This is an optimization exercise on Yosys and OpenROAD, whose aim is small area and few clock cycles, not a production implementation. RTL that was checked went through simulation tests only; none was proved equivalent to the original. No activity file was given, so power comes from the tool's default toggle rates.

==> 06-03 <==
==> flow/design.v <==
module ro_quant_pack_writer #(
    parameter int IN_W   = 192,
    parameter int OUT_W  = 128,
    parameter int ADDR_W = 32
) (
    input  logic              clk,
    input  logic              rst_n,
    input  logic              s_config_valid,
    output logic              s_config_ready,
    input  logic [31:0]       s_config_data,
    input  logic              s_valid,
    input  logic [IN_W-1:0]   s_data,
    output logic              s_ready,
    output logic              cmd_valid,
    input  logic              cmd_ready,
    output logic [ADDR_W-1:0] cmd_addr,
    output logic [15:0]       cmd_len,
    output logic              m_valid,
    output logic [OUT_W-1:0]  m_data,
    output logic              m_last,
    input  logic              m_ready,
    output logic              done,
    output logic [1:0]        status
);
    logic [1:0]          cidx_q;       
    logic [11:0]         w_q, h_q;
    logic [4:0]          sh_q;
    logic                relu_q;
    logic [12:0]         g_q;
    logic [ADDR_W-1:0]   addr_q;
    logic                ben_q;        
    logic [11:0]         rem_q;        
    logic [12:0]         grp_q;
    logic [11:0]         line_q;
    logic [7:0]          tile_q;
    logic [63:0]         hold_q;       
    logic                sp_q;         
    logic                splast_q;     
    logic                cdone_q;      
    logic                act_q;        
    logic                jl_word, odd, seg_end, job_last, cmd_ok, cmd_acc, m_acc, beat_acc, cfg_acc;
    logic                w0_acc, w1_acc, w2_acc, word_last_acc;
    logic [63:0]         q_pix;
    logic [11:0]         half_w;
    logic [15:0]         shm;
    function automatic logic [7:0] quant(input logic [23:0] x, input logic [4:0] sh,
                                         input logic [15:0] m, input logic relu,
                                         input logic zero);
        logic [40:0] w;
        logic [22:0] v1;
        logic [10:0] v2;
        logic [7:0]  z, y;
        logic [6:0]  lo;
        logic        sg, rb, fits, c7, sat;
        sg = x[23];
        w  = {{16{sg}}, x, 1'b0};
        for (int j = 0; j < 23; j++) v1[j] = sh[4] ? w[j+16] : w[j];
        for (int j = 0; j < 11; j++) v2[j] = v1[j + 4*sh[3:2]];
        for (int j = 0; j < 8; j++)  z[j]  = v2[j + sh[1:0]];
        rb   = z[0];
        fits = sg ? ~|(~x[22:7] & m) : ~|(x[22:7] & m);
        {c7, lo} = {1'b0, z[7:1]} + {7'd0, rb};
        sat  = !fits || (!sg && c7);
        if ((relu && sg) || zero) y = 8'h00;
        else if (sat)             y = {sg, {7{~sg}}};
        else                      y = {sg ^ c7, lo};
        quant = y;
    endfunction
    always_comb begin
        for (int j = 0; j < 16; j++) shm[j] = !sh_q[4] && (5'(j) >= sh_q);
    end
    always_comb begin
        q_pix = '0;
        for (int unsigned i = 0; i < 8; i++)
            q_pix[63-8*i -: 8] = quant(s_data[IN_W-1-24*i -: 24], sh_q, shm, relu_q, sp_q);
    end
    assign odd      = w_q[0] ^ rem_q[0];           
    assign seg_end  = (rem_q == 12'd1);
    assign job_last = seg_end && (grp_q == 13'd1) && (line_q == 12'd1) && (tile_q == 8'd1);
    assign cmd_valid = act_q && !cdone_q;
    assign cmd_acc   = cmd_valid && cmd_ready;
    assign jl_word   = sp_q ? splast_q : job_last;
    assign cmd_ok    = cdone_q || (cmd_acc && !jl_word);
    assign m_valid  = cmd_ok && (sp_q || (s_valid && ben_q && odd));
    assign m_data   = {hold_q, q_pix};
    assign m_last   = sp_q || seg_end;
    assign m_acc    = m_valid && m_ready;
    assign word_last_acc = m_acc && m_last;
    assign done     = word_last_acc && jl_word;
    assign s_ready  = ben_q && (odd ? (m_ready && cmd_ok) : !sp_q);
    assign beat_acc = s_valid && s_ready;
    always_comb begin
        case (cidx_q)
            2'd0:    s_config_ready = ben_q ? (beat_acc && job_last && !sp_q && cmd_ok)
                                            : (!act_q || cmd_ok);
            2'd1:    s_config_ready = 1'b1;
            2'd2:    s_config_ready = !act_q || done;
            default: s_config_ready = 1'b0;
        endcase
    end
    assign cfg_acc = s_config_valid && s_config_ready;
    assign w0_acc  = cfg_acc && (cidx_q == 2'd0);
    assign w1_acc  = cfg_acc && (cidx_q == 2'd1);
    assign w2_acc  = cfg_acc && (cidx_q == 2'd2);
    assign half_w   = w_q[11:1] + {11'd0, w_q[0]};
    assign cmd_addr = addr_q;
    assign cmd_len  = {half_w, 4'b0000};
    assign status   = !act_q ? 2'd0 : done ? 2'd3 : cmd_valid ? 2'd1 : 2'd2;
    always_ff @(posedge clk) begin
        if (!rst_n) begin
            cidx_q   <= '0;
            ben_q    <= 1'b0;
            sp_q     <= 1'b0;
            cdone_q  <= 1'b0;
            act_q    <= 1'b0;
        end else begin
            if (cfg_acc) cidx_q <= (cidx_q == 2'd2) ? 2'd0 : cidx_q + 2'd1;
            if (w1_acc) ben_q <= 1'b1;
            else if (beat_acc && job_last) ben_q <= 1'b0;
            if (beat_acc && !odd && seg_end) sp_q <= 1'b1;
            else if (sp_q && m_acc) sp_q <= 1'b0;
            if (word_last_acc) cdone_q <= 1'b0;
            else if (cmd_acc) cdone_q <= 1'b1;
            act_q  <= w2_acc || (act_q && !done);
        end
    end
    always_ff @(posedge clk) begin
        if (beat_acc && !odd) begin
            hold_q   <= q_pix;
            splast_q <= job_last;
        end
        if (w2_acc) addr_q <= s_config_data[ADDR_W-1:0];
        else if (cmd_acc) addr_q <= addr_q + ADDR_W'({half_w, 4'b0000});
        if (w0_acc) begin
            w_q    <= s_config_data[11:0];
            h_q    <= s_config_data[23:12];
            sh_q   <= s_config_data[28:24];
            relu_q <= s_config_data[29];
        end
        if (w1_acc || beat_acc)
            rem_q <= (w1_acc || seg_end) ? w_q : rem_q - 12'd1;
        if (w1_acc || (beat_acc && seg_end && grp_q == 13'd1))
            line_q <= (w1_acc || line_q == 12'd1) ? h_q : line_q - 12'd1;
        if (w1_acc) begin
            g_q    <= s_config_data[23:11];
            grp_q  <= s_config_data[23:11];
            tile_q <= s_config_data[7:0];
        end else if (beat_acc && seg_end) begin
            if (grp_q == 13'd1) begin
                grp_q <= g_q;
                if (line_q == 12'd1) tile_q <= tile_q - 8'd1;
            end else begin
                grp_q <= grp_q - 13'd1;
            end
        end
    end
endmodule
==> flow/flow/run.sh <==
#!/bin/bash
# The standard layout with two changes:
#  - after the standard synthesis, ABC re-maps the combinational logic between the unchanged
#    flip-flops for area, with each of the scripts flow/remap*.abc; the smallest result that
#    ABC proves equivalent to the standard netlist (every flip-flop cut into an input, Q, and
#    outputs, D and DE) and that keeps the standard flip-flops by name and cell is used, else
#    the standard netlist;
#  - the port buffers use the smallest buffer cell.
# Each tool writes its full output to a log file of its own in this folder.
set -euo pipefail
W=$PWD
F=$W/flow
R=$W/orfs/results/$FLOW_PLATFORM/ro_quant_pack_writer/base
L=$W/orfs/logs/$FLOW_PLATFORM/ro_quant_pack_writer/base
LIB=$FLOW_HOME/platforms/$FLOW_PLATFORM/lib/sky130_fd_sc_hd__tt_025C_1v80.lib
BIN=$FLOW_HOME/../tools/install/yosys/bin
export BUFFER_PORTS_ARGS="-buffer_cell sky130_fd_sc_hd__buf_1"

bash standard.sh synth > standard_synth.log 2>&1
cp $R/1_2_yosys.v std_synth.v

cut() {   # cut NETLIST NAME: flip-flops to ports, then a BLIF of the combinational logic
    python3 $F/cutff.py $1 cut_$2.v $2 > cut_$2.log 2>&1 || return 1
    cat > cut_$2.ys <<EOT
read_liberty -ignore_miss_func $LIB
read_verilog cut_$2.v
hierarchy -top $2
flatten
opt_clean
write_blif -impltf cut_$2.blif
EOT
    $BIN/yosys -s cut_$2.ys > cut_$2_yosys.log 2>&1
}

remap() {   # remap K: re-map with flow/remapK.abc into remap_K.v and prove it
    local k=$1 du
    du=$(grep -o -- "-dont_use [^ ]*" $L/1_2_yosys.log | sort -u | tr '\n' ' ')
    cat > remap_$k.ys <<EOT
read_liberty -ignore_miss_func $LIB
read_verilog $W/std_synth.v
hierarchy -top $FLOW_TOP
setattr -mod -set keep_hierarchy 1 sky130_fd_sc_hd__edfxtp_1 sky130_fd_sc_hd__dfxtp_1
flatten
opt_clean
abc -script $F/remap$k.abc -liberty $LIB $du
splitnets
opt_clean -purge
hilomap -singleton -hicell sky130_fd_sc_hd__conb_1 HI -locell sky130_fd_sc_hd__conb_1 LO
stat -liberty $LIB
select $FLOW_TOP
write_verilog -noattr -nohex -nodec -selected $W/remap_$k.v
EOT
    $BIN/yosys -s remap_$k.ys > remap_${k}_yosys.log 2>&1 || return 1
    cut remap_$k.v gate$k || return 1
    $BIN/yosys-abc -c "cec -n cut_gold.blif cut_gate$k.blif" > cec_$k.log 2>&1 || return 1
    grep -q "Networks are equivalent" cec_$k.log || return 1
    # the flip-flops must be the standard synthesis's, by name and cell
    diff <(grep -oE "sky130_fd_sc_hd__e?dfxtp_[0-9]+ +[^ ]+" std_synth.v | sort) \
         <(grep -oE "sky130_fd_sc_hd__e?dfxtp_[0-9]+ +[^ ]+" remap_$k.v | sort) > ff_diff_$k.log || return 1
    grep "Chip area for top module" remap_${k}_yosys.log | tail -1 | awk '{print $NF}' > area_$k.txt
}

best=""
if cut std_synth.v gold; then
    for k in 1 2 3; do remap $k > remap_$k.out 2>&1 & done
    wait || true
    for k in 1 2 3; do
        if [[ -s area_$k.txt ]]; then
            a=$(cat area_$k.txt)
            echo "remap $k: area $a" >> remap_status.log
            if [[ -z "$best" ]] || awk "BEGIN{exit !($a < $ba)}"; then best=$k; ba=$a; fi
        else
            echo "remap $k: failed or not proved" >> remap_status.log
        fi
    done
fi
if [[ -n "$best" ]]; then
    echo "remap $best used" >> remap_status.log
    cp remap_$best.v $R/1_2_yosys.v
    touch $R/1_2_yosys.v
else
    echo "standard netlist used" >> remap_status.log
fi

bash standard.sh > standard.log 2>&1
==> flow/flow/cutff.py <==
#!/usr/bin/env python3
"""Turn every flip-flop of a flat Yosys netlist into module ports (its Q an input, its D and DE
outputs), so two netlists with the same flip-flops can be compared as combinational logic."""
import re, sys

src, dst, newname = sys.argv[1], sys.argv[2], sys.argv[3]
text = open(src).read()
inst = re.compile(r'\n\s*sky130_fd_sc_hd__(e?dfxtp)_\d+\s+(\\\S+|\S+)\s*\((.*?)\);', re.S)
ports, decls, assigns = [], [], []

def pname(kind, name):
    return '\\%s_%s ' % (kind, name.lstrip('\\'))

def repl(m):
    typ, name, body = m.group(1), m.group(2), m.group(3)
    conn = dict(re.findall(r'\.(\w+)\s*\(\s*(.*?)\s*\)\s*(?:,|$)', body, re.S))
    q = pname('ffq', name); d = pname('ffd', name)
    ports.extend([q, d]); decls.append('  input %s;\n  output %s;\n' % (q, d))
    assigns.append('  assign %s = %s;\n' % (conn['Q'] + ' ', q))
    assigns.append('  assign %s = %s ;\n' % (d, conn['D']))
    if typ == 'edfxtp':
        e = pname('ffe', name)
        ports.append(e); decls.append('  output %s;\n' % e)
        assigns.append('  assign %s = %s ;\n' % (e, conn['DE']))
    return '\n'
text = inst.sub(repl, text)
hdr = 'module %s(%s, ' % (newname, ', '.join(ports))
text = re.sub(r'module\s+ro_quant_pack_writer\s*\(', lambda m: hdr, text, count=1)
text = text.replace('endmodule', ''.join(decls) + ''.join(assigns) + 'endmodule', 1)
open(dst, 'w').write(text)
print(len(ports), 'ports added')
==> flow/flow/remap1.abc <==
&get -n
&st
&deepsyn -T 60
&dch -f
&nf -a -R 1000
&put
topo
==> flow/flow/remap2.abc <==
&get -n
&st
&deepsyn -T 60
&dch -f
&nf -a -R 1000
&put
mfs3 -a
topo
==> flow/flow/remap3.abc <==
&get -n
&st
&deepsyn -T 60
&dch -f
&nf -a -R 1000
&st
&deepsyn -T 60
&dch -f
&nf -a -R 1000
&put
topo
==> flow/standard.sh <==
#!/bin/bash
# synth_recipe.tcl (not shown) runs the flow's synth.tcl, then flattens the netlist and writes it again
# the make line also repeats each setting of config.mk as NAME=value (left out here)
make -C /OpenROAD-flow-scripts/flow DESIGN_CONFIG=/design/flow/config.mk WORK_HOME=/design/flow/orfs CLKGATE_MAP_FILE= SYNTH_SCRIPT=/design/flow/synth_recipe.tcl "${@:-finish}"
==> flow/config.mk <==
export PLATFORM = sky130hd
export DESIGN_NAME = ro_quant_pack_writer
export DESIGN_NICKNAME = ro_quant_pack_writer
export VERILOG_FILES = /design/flow/design.v
export SDC_FILE = /design/flow/constraint.sdc
export NUM_CORES = 4
export LEC_CHECK = 0
export CAP_MARGIN = 20
export CORE_MARGIN = 2
export CORE_UTILIZATION = 60
export PLACE_DENSITY = 0.7
export SLEW_MARGIN = 20
==> flow/constraint.sdc <==
create_clock -name core_clock -period 10.0 [get_ports {clk}]
set_input_delay 2.0000 -clock core_clock [delete_from_list [all_inputs] [get_ports {clk}]]
set_output_delay 2.0000 -clock core_clock [all_outputs]
set_load 0.01 [all_outputs]
==> 01-22 (differences from 06-03) <==
--- a/flow/design.v
+++ b/flow/design.v
@@ -38,6 +38,7 @@
     logic                splast_q;     
     logic                cdone_q;      
     logic                act_q;        
+    logic                pend_q;       
     logic                jl_word, odd, seg_end, job_last, cmd_ok, cmd_acc, m_acc, beat_acc, cfg_acc;
     logic                w0_acc, w1_acc, w2_acc, word_last_acc;
     logic [63:0]         q_pix;
@@ -94,7 +95,7 @@
             2'd0:    s_config_ready = ben_q ? (beat_acc && job_last && !sp_q && cmd_ok)
                                             : (!act_q || cmd_ok);
             2'd1:    s_config_ready = 1'b1;
-            2'd2:    s_config_ready = !act_q || done;
+            2'd2:    s_config_ready = 1'b1;
             default: s_config_ready = 1'b0;
         endcase
     end
@@ -113,6 +114,7 @@
             sp_q     <= 1'b0;
             cdone_q  <= 1'b0;
             act_q    <= 1'b0;
+            pend_q   <= 1'b0;
         end else begin
             if (cfg_acc) cidx_q <= (cidx_q == 2'd2) ? 2'd0 : cidx_q + 2'd1;
             if (w1_acc) ben_q <= 1'b1;
@@ -121,7 +123,8 @@
             else if (sp_q && m_acc) sp_q <= 1'b0;
             if (word_last_acc) cdone_q <= 1'b0;
             else if (cmd_acc) cdone_q <= 1'b1;
-            act_q  <= w2_acc || (act_q && !done);
+            act_q  <= w2_acc || pend_q || (act_q && !done);
+            pend_q <= act_q && !done && (pend_q || w2_acc);
         end
     end
     always_ff @(posedge clk) begin
@@ -136,11 +139,17 @@
             h_q    <= s_config_data[23:12];
             sh_q   <= s_config_data[28:24];
             relu_q <= s_config_data[29];
+            rem_q  <= s_config_data[11:0];
+            line_q <= s_config_data[23:12];
+        end else if (beat_acc) begin
+            rem_q <= seg_end ? w_q : rem_q - 12'd1;
+            if (seg_end) begin
+                if (grp_q == 13'd1) begin
+                    if (line_q == 12'd1) line_q <= h_q;
+                    else line_q <= line_q - 12'd1;
+                end
+            end
         end
-        if (w1_acc || beat_acc)
-            rem_q <= (w1_acc || seg_end) ? w_q : rem_q - 12'd1;
-        if (w1_acc || (beat_acc && seg_end && grp_q == 13'd1))
-            line_q <= (w1_acc || line_q == 12'd1) ? h_q : line_q - 12'd1;
         if (w1_acc) begin
             g_q    <= s_config_data[23:11];
             grp_q  <= s_config_data[23:11];
==> flow/flow/run.sh (replaced) <==
#!/bin/bash
set -euo pipefail
export BUFFER_PORTS_ARGS="-buffer_cell sky130_fd_sc_hd__buf_1"
bash standard.sh > standard.log 2>&1
Settings changed: CORE_UTILIZATION 60 to 40, PLACE_DENSITY 0.7 to 0.6.
removed: flow/flow/cutff.py
removed: flow/flow/remap1.abc
removed: flow/flow/remap2.abc
removed: flow/flow/remap3.abc
==> comparison <==
- Against 01-22, the setup slack of 06-03 is lower by 0.18 ns.
- 06-03 produced a clean layout. 01-22 completed with no timing, DRC or antenna violations.
- In 01-22 the sequential power is higher than in 06-03, by 31%.
- In 06-03 the sequential share of layout area is higher than in 01-22, by 5.5 points.
- Against 06-03, the non-clock buffer count of 01-22 is lower by 6.
- Die area: 01-22 is higher than 06-03 (about 90%).
- Via count is about the same in 01-22 and 06-03.
- Of 01-22 and 06-03, 06-03 has the higher worst hold slack (gap 0.032 ns).
- Against 01-22, the sequential cell count of 06-03 is lower by 1.
- Of 01-22 and 06-03, 06-03 has the higher utilization (gap 27 points).
- In 06-03 the final cell count is lower than in 01-22, by about 14%.
==> figures <==
Status: 06-03 finished clean; 01-22 finished clean
Die extent in y: 06-03 158 µm; 01-22 216 µm
Hold Path Stages: 06-03 2; 01-22 1
Core region area: 06-03 23300 µm²; 01-22 44300 µm²
Min Hold Slack: 06-03 0.543 ns; 01-22 0.511 ns
Worst Setup Path Type: 06-03 register to output port; 01-22 primary input to output port
Power after layout: 06-03 2.68 mW; 01-22 5.33 mW
HPWL after detailed placement: 06-03 47.4 mm; 01-22 56.0 mm
Length of routed wiring on met1: 06-03 21.2 mm; 01-22 29.2 mm
Largest fanout of any net on the critical path: 06-03 28; 01-22 10
Actual transition at the worst max-transition pin: 06-03 1.18 ns; 01-22 1.20 ns
Min setup slack post-route: 06-03 1.36 ns; 01-22 1.55 ns
Register-to-register setup slack: 06-03 1.96 ns; 01-22 4.30 ns
Iteration-0 DRC Markers: 06-03 3488; 01-22 2098
# nets final: 06-03 2413; 01-22 2608
Post-place setup slack: 06-03 1.92 ns; 01-22 1.67 ns
Sequential cell area in the final layout: 06-03 5680 µm²; 01-22 5700 µm²
Clock latency on the worst-skew pair: 06-03 0.47 ns; 01-22 0.50 ns
Ratio of cells with drive above 1 in the final layout: 06-03 0.0387; 01-22 0.112
Multi-input combinational gate total: 06-03 1486; 01-22 1602
Iteration count of the initial detailed-routing pass: 06-03 16; 01-22 9
Testbench counts of 06-03, summed over its fixed seeds: cycles 16,570.
Only the layout flow was run in 01-22; the RTL was not checked for function there.

## afterwards: timing with drivers on the ports
In the flow no input, the clock included, has a driving cell. The finished layouts below were timed again as built, in two steps. Step 1: set_driving_cell puts a clkbuf_16 on clk and a buf_2 on each other input, an assumption about the parent block. Step 2 moves the port delays by t, midway between the first and last clock arrival at a register: inputs arrive t later, outputs are due t later. That takes back most of the time a late clock gives input paths. Slacks: ideal ports / drivers / drivers and shift; pairs: ideal ports / drivers.
| run | t, ns | setup WS [ns] | latest minus earliest clock arrival (ns) | slew at the worst register clock pin (ns) | pins driven straight from the clock port |
|---|---|---|---|---|---|
| 06-03 | 0.517 | 1.365 / 1.311 / 1.730 | 0.023 / 0.022 | 0.10 / 0.10 | 1 |
| 01-22 | 0.552 | 1.547 / 1.472 / 1.472 | 0.018 / 0.019 | 0.09 / 0.09 | 1 |
After both steps setup and hold are still met in every run listed. The setup slack of 01-22, which loses most, moves by -0.075 ns with the drivers and by -0.075 ns with both steps.
